This is an optimization exercise on Yosys and OpenROAD, whose aim is small area and a short achievable clock period, not a production implementation.
Only simulation tests tie the RTL to the original design; equivalence was not proved.
Power figures rest on the tool's default switching activity, not on a simulated workload.

**flow/constraint.sdc**
```tcl
create_clock -name core_clock -period 10.0 [get_ports {clk12p5mhz_clk}]
set_input_delay 2.0000 -clock core_clock [delete_from_list [all_inputs] [get_ports {clk12p5mhz_clk}]]
set_output_delay 2.0000 -clock core_clock [all_outputs]
set_load 0.01 [all_outputs]
```
**flow/run.sh**
```bash
#!/bin/bash
# synth_recipe.tcl (not shown) runs the flow's synth.tcl, then flattens the netlist and writes it again
# the make line also repeats each setting of config.mk as NAME=value (left out here)
make -C /OpenROAD-flow-scripts/flow DESIGN_CONFIG=/design/flow/config.mk WORK_HOME=/design/flow/orfs CLKGATE_MAP_FILE= SYNTH_SCRIPT=/design/flow/synth_recipe.tcl finish
```
**flow/design.v**
```verilog
module span_screensaver_engine #(
  parameter int SCREEN_W   = 96,
  parameter int SCREEN_H   = 64,
  parameter int XW         = 8,
  parameter int YW         = 7,
  parameter int NUM_SPANS  = 2,
  parameter int NUM_PHASES = 2,
  parameter int SECT1_END  = 30,
  parameter int SECT2_END  = 65,
  parameter int BORDER     = 2
) (
  input  logic          clk12p5mhz_clk,
  input  logic          reset,
  input  logic          tick,
  input  logic          scroll_en,
  input  logic [XW-1:0] coordinate_x,
  input  logic [YW-1:0] coordinate_y,
  input  logic          wr_en,
  input  logic [XW-1:0] wr_col,
  input  logic [1:0]    wr_span,
  input  logic [YW-1:0] wr_lower,
  input  logic [YW-1:0] wr_upper,
  input  logic          pal_we,
  input  logic [3:0]    pal_addr,
  input  logic [15:0]   pal_data,
  output logic          wr_ready,
  output logic [1:0]    phase,
  output logic [15:0]   volume_color
);
  localparam int             IW       = $clog2(SCREEN_W);
  localparam int             SW       = (NUM_SPANS > 1) ? $clog2(NUM_SPANS) : 1;
  localparam logic [XW-1:0]  W_X      = XW'(SCREEN_W);
  localparam logic [XW-1:0]  LAST_COL = XW'(SCREEN_W - 1);
  localparam logic [XW:0]    W_EXT    = (XW+1)'(SCREEN_W);
  localparam logic [1:0]     LAST_PH  = 2'(NUM_PHASES - 1);
  localparam logic [2:0]     NSP      = 3'(NUM_SPANS);
  localparam logic [YW-1:0]  Y_LO     = YW'(BORDER);
  localparam logic [YW-1:0]  Y_HI     = YW'(SCREEN_H - BORDER);
  localparam logic [XW-1:0]  S1       = XW'(SECT1_END);
  localparam logic [XW-1:0]  S2       = XW'(SECT2_END);
  typedef enum logic {CLEAR, RUN} state_t;
  localparam logic [255:0] PAL_INIT = {
    16'h0000, 16'h001F, 16'h07E0, 16'hF800,    
    16'h0000, 16'h001F, 16'h07E0, 16'hF800,    
    16'h0000, 16'hFFFF, 16'h07FF, 16'hF81F,    
    16'h0000, 16'h001F, 16'h07E0, 16'hF800     
  };
  state_t            state_q, state_d;
  logic [XW-1:0]     col_cnt_q, col_cnt_d;
  logic [XW-1:0]     scroll_q, scroll_d;
  logic [1:0]        phase_q, phase_d;
  logic [15:0]       color_q, color_d;
  logic [15:0][15:0] pal_q, pal_d;
  localparam int     NENT = SCREEN_W * NUM_SPANS;
  logic [NENT-1:0][YW-1:0] lower_q, lower_d;
  logic [NENT-1:0][YW-1:0] upper_q, upper_d;
  logic [XW:0]       col_sum;
  logic [XW-1:0]     look_col;
  logic              hit;
  logic              visible;
  logic [1:0]        sect;
  always_comb begin
    state_d   = state_q;
    col_cnt_d = col_cnt_q;
    if (state_q == CLEAR) begin
      if (col_cnt_q == LAST_COL) state_d = RUN;
      else                       col_cnt_d = col_cnt_q + 1'b1;
    end
  end
  logic wr_ok;
  assign wr_ok = (state_q == RUN) && wr_en && (wr_col < W_X) && ({1'b0, wr_span} < NSP);
  always_comb begin
    for (int c = 0; c < SCREEN_W; c++) begin
      for (int s = 0; s < NUM_SPANS; s++) begin
        lower_d[c*NUM_SPANS + s] = lower_q[c*NUM_SPANS + s];
        upper_d[c*NUM_SPANS + s] = upper_q[c*NUM_SPANS + s];
        if (state_q == CLEAR) begin
          if (col_cnt_q[IW-1:0] == IW'(c)) begin
            lower_d[c*NUM_SPANS + s] = '1;
            upper_d[c*NUM_SPANS + s] = '0;
          end
        end else if (wr_ok && (wr_col[IW-1:0] == IW'(c)) && (wr_span[SW-1:0] == SW'(s))) begin
          lower_d[c*NUM_SPANS + s] = wr_lower;
          upper_d[c*NUM_SPANS + s] = wr_upper;
        end
      end
    end
  end
  always_comb begin
    scroll_d = scroll_q;
    phase_d  = phase_q;
    pal_d    = pal_q;
    if (tick) begin
      phase_d = (phase_q == LAST_PH) ? 2'd0 : phase_q + 2'd1;
      if (scroll_en) scroll_d = (scroll_q == LAST_COL) ? '0 : scroll_q + 1'b1;
    end
    if (pal_we) pal_d[pal_addr] = pal_data;
  end
  always_comb begin
    col_sum = {1'b0, coordinate_x} + {1'b0, scroll_q};
    if (col_sum >= W_EXT) col_sum = col_sum - W_EXT;
    look_col = col_sum[XW-1:0];
    hit = 1'b0;
    if (look_col < W_X) begin
      for (int s = 0; s < NUM_SPANS; s++) begin
        if ((lower_q[look_col[IW-1:0]*NUM_SPANS + s] <= upper_q[look_col[IW-1:0]*NUM_SPANS + s]) &&
            (coordinate_y >= lower_q[look_col[IW-1:0]*NUM_SPANS + s]) &&
            (coordinate_y <= upper_q[look_col[IW-1:0]*NUM_SPANS + s]))
          hit = 1'b1;
      end
    end
    if (coordinate_x <= S1)      sect = 2'd0;
    else if (coordinate_x <= S2) sect = 2'd1;
    else                         sect = 2'd2;
    visible = (state_q == RUN) && (coordinate_x < W_X) &&
              (coordinate_y >= Y_LO) && (coordinate_y < Y_HI);
    color_d = (visible && hit) ? pal_q[{phase_q, sect}] : 16'h0000;
  end
  always_ff @(posedge clk12p5mhz_clk) begin
    if (reset) begin
      state_q   <= CLEAR;
      col_cnt_q <= '0;
      scroll_q  <= '0;
      phase_q   <= 2'd0;
      color_q   <= 16'h0000;
      pal_q     <= PAL_INIT;
    end else begin
      state_q   <= state_d;
      col_cnt_q <= col_cnt_d;
      scroll_q  <= scroll_d;
      phase_q   <= phase_d;
      color_q   <= color_d;
      pal_q     <= pal_d;
    end
  end
  always_ff @(posedge clk12p5mhz_clk) begin
    lower_q <= lower_d;
    upper_q <= upper_d;
  end
  assign wr_ready     = (state_q == RUN);
  assign phase        = phase_q;
  assign volume_color = color_q;
endmodule
```
**flow/config.mk**
```make
export PLATFORM = sky130hd
export DESIGN_NAME = span_screensaver_engine
export DESIGN_NICKNAME = span_screensaver_engine
export VERILOG_FILES = /design/flow/design.v
export SDC_FILE = /design/flow/constraint.sdc
export NUM_CORES = 4
export LEC_CHECK = 0
export CAP_MARGIN = 20
export CORE_MARGIN = 2
export CORE_UTILIZATION = 40
export SLEW_MARGIN = 20
```
==> summary.txt <==
Synth
  • Count of flip-flops with a built-in enable after synthesis: about 2,700
  • Fraction of registers with async set/reset: 0%
  • Main combinational cell family by area after synthesis: multiplexers
  • Synthesized-area fraction occupied by adder cells: less than 1%
  • Warnings, synthesis: 1
  • Commonest cells post-synth: edfxtp_1, mux4_2, nand2_1
  • Sequential share of the synthesized area: 73.5%
  • Mapped cell area: 0.116 mm2
  • Mapped Cells: 5,999
  • Area contributors post-synth: edfxtp_1, mux4_2, dfxtp_1
  • Mux cell area share after synthesis: 15.5%
  • Count leader, synth: edfxtp_1
  • Synth top area share: a little under 70%
  • Complex-gate fraction of the synthesized area: between 4 and 5%
  • Distinct cell type count after synthesis: 91
  • Syn_area_per_cell: 19.3 um2
  • Post-Synth XOR/XNOR Area: 0.241%
  • Simple-gate share of the synthesized area: 3.99%
  • Syn Nets: 6,107
  • Area leader, netlist: edfxtp_1
  • FF+latch count, synth: 2,915
  • Primary FF master, synth: edfxtp_1

Timing
  • Clock Skew: between 60 and 70 ps
  • Setup-violating endpoint count in the final report: 0
  • Period utilisation layout: 89.9%
  • Max Slew Vio Count: 0
  • Fin crit period: ~9000 ps
  • Fin worst setup slack: 1010 ps
  • Hold Fails Final Rpt: 0
  • Fmax: 111 MHz
  • Unrepaired setup endpoints after global routing: false
  • Setup TNS: 0 ps
  • Slew @ Worst Pin: 1180 ps
  • Fin Hold WS: 455 ps
  • Worst relative slew slack: 21.1%

Setup path
  • Slowest stage delay, CP: ~630 ps
  • Crit-path slowest cell: clkdlybuf4s50_1
  • Worst Path Arrival: 9670 ps
  • CP Data Required Time: between 10,000 and 15,000 ps
  • Crit path max fanout: 28
  • Delay-heaviest family, CP: compound AO/OA/AOI/OAI gates
  • Reg2reg path depth: 25
  • Worst r2r dst: color_q[2]
  • Crit. End Element: flip-flop
  • Bufs and invs on worst path: 4
  • FF-to-FF Start: scroll_q[0]
  • Setup slack, reg-to-reg: 2410 ps
  • Setup CP Type: in2reg
  • Critical path startpoint category: primary input

Min path
  • Hold Crit Start: pal_q[193]
  • Hold path cells: 2
  • Hold crit path type: reg2reg
  • Hold Path End: pal_q[193]

CTS
  • Clock transition at the registers of the reported paths: 60 ps
  • Setup bufs post-CTS: 0
  • Max Buffers Root-to-Sink: 4
  • CTS tree: yes
  • TritonCTS Buffers: 310
  • Clock Sinks: 2,915
  • CTS root buf: clkbuf_16
  • Hold buffer count at cts: 0
  • H-tree depth: 5
  • Post-CTS sizing: 0
  • Clock Latency Late Sink: just under 900 ps

Route
  • Drt wl/cell: 30.9 um
  • Vias per cell: 5.93
  • First-pass DRT Iterations: 6
  • Vias: 61,200
  • Antenna Nets Post-Route: 0
  • DRC: 0
  • Final WL: ~320,000 um
  • Initial detailed-routing violation count: 7,524

Final layout
  • Design area: 0.132 mm2
  • Fraction of layout cells with a size suffix above 1: 24.4%
  • Area Overhead vs Synth: 14.1%
  • Fin nets: 6,395

Global route
  • Vias in the first global route: roughly 60,000
  • Antenna violations before repair: 16
  • Tot GR Track Use: 21.4%
  • Largest net degree at the start of global routing: between 100 and 150
  • Grt total ovfl: 0
  • First-pass GRT wire length: around 450,000 um

Place
  • Detailed placer's ending HPWL: 197,000 um
  • Pre-CTS setup slack: 318 ps
  • Gpl congestion: approximately 0.95
  • Buffers on Ports: 83
  • Area of placed instances: 0.122 mm2

Floorplanning
  • Placeable Area: 0.288 mm2
  • IO Pins: 84
  • Chip Height: between 500 and 600 um
  • Starting Density: between 40% and 50%
  • Die area: between 0.2 and 0.3 mm2
  • Die Wd: about 540 um
  • Row count: 197

Job
  • Max Cap Viol: 0

Pwr
  • Pwr dens: around 200 mW/mm2
  • Worst vdd ir: 0.000154 V
  • Lkg Pwr: 0.0397 uW

Outcome
  • Status: no timing/DRC/antenna violations
-- cell usage in the layout (no fill, tap or decap), types with 23 or more instances in the layout --
cell type / n
o21ai_1: 108
o21ai_2: 50
a22o_1: 33
edfxtp_1: 2688
clkbuf_1: 59
a211oi_1: 35
mux4_2: 706
buf_4: 272
clkbuf_16: 313
clkdlybuf4s50_1: 82
dfxtp_1: 225
nand3b_1: 25
a311oi_1: 53
nor2_1: 133
mux4_1: 62
clkinv_2: 49
mux2i_1: 40
buf_12: 23
nand3_1: 145
clkinv_1: 67
ha_1: 41
and3_1: 31
a221o_1: 58
inv_1: 27
nand2_1: 618
a22oi_1: 96
a21oi_1: 93
-- layer usage --
| layer | share of wire, % | global-route usage, % |
|---|---|---|
| met1 | 42 | 30.2 |
| met2 | 48 | 34.6 |
| met3 | 6.9 | 3.00 |
| met4 | 3.1 | 6.34 |
| met5 | 0 | 0 |
-- power by group --
group          internal [uW]  total [uW]  switching [uW]
logic                   1040        2440            1400
registers              13200       13200            14.4
clock network           6390       11100            4730
total                  20600       26700            6150
-- cell type report --
class                           instances  area [um2]
Antenna cell                            7        17.5
Clock buffer                          377        8120
Clock inverter                        176        1640
Fill cell                           24200      156000
Inverter                               27         101
Multi-Input combinational cell       2652       29100
Sequential cell                      2915       85300
Tap cell                             3781        4730
Timing Repair Buffer                  381        3400
-- through the flow --
step	cells	util, %	power, uW
after floorplan	5999	-	15100
after global placement	9752	42.5	15900
after detailed placement	9752	42.5	15900
after CTS	10300	45.9	27000
after global routing	10300	45.9	27500
final	10300	45.9	26700
-- kinds of logic after synthesis --
| logic type | Yosys count |
|---|---|
| flip-flops | 2915 |
| adder cells (fa/ha/maj) | 54 |
| XOR/XNOR | 32 |
| AND/OR/NAND/NOR | 1058 |
| multiplexers | 809 |
| buffers and inverters | 432 |
| AO/OA/AOI/OAI | 699 |
-- how the worst max path moves through the flow --
| stage | end | from | depth (start not counted) |
|---|---|---|---|
| 6_report | color_q[2] | coordinate_x[0] | 26 |
| 5_1_grt | color_q[2] | coordinate_x[0] | 26 |
| 4_1_cts | color_q[2] | coordinate_x[0] | 26 |
| 3_5_place_dp | color_q[2] | coordinate_x[0] | 26 |
| 3_3_place_gp | color_q[1] | coordinate_x[0] | 26 |
| 2_1_floorplan | color_q[10] | coordinate_x[0] | 29 |
-- worst reg2reg max path, delay by kind of cell, from the launching register on --
kind	cells	cell delay, ps
adder cells (fa/ha/maj)	5	1590
buffers and inverters	3	520
AND/OR/NAND/NOR	6	1250
flip-flops	1	430
XOR/XNOR	1	210
AO/OA/AOI/OAI	10	3460
-- sequential cells by signal, summed over array words and instances, names as in the netlist --
name and count:
pal_q 192, color_q 16, scroll_q 8, lower_q 1344
col_cnt_q 8, state_q 1, upper_q 1344, phase_q 2

-- static timing again, ports no longer ideal --
The flow's constraints put no driver on any port. The routed layout listed below was extracted and timed again, unchanged, in two steps. Step 1: set_driving_cell puts a clkbuf_16 on clk12p5mhz_clk and a buf_2 on each other input, an assumption about the parent block. Step 2 also shifts input and output timing later by t, the mid clock arrival at the registers, as if the neighbouring blocks saw the same clock. Slacks: ideal ports / drivers / drivers and shift; pairs: ideal ports / drivers.
t (ns): 0.954
setup slack, ns: 1.011 / 1.082 / 0.129
worst register clock-pin slew, ns: 0.07 / 0.07
cell pins on the clock port's net: 1
After both steps this run still meets setup and hold. The setup slack of this run moves by +0.071 ns with the drivers and by -0.882 ns with both steps.
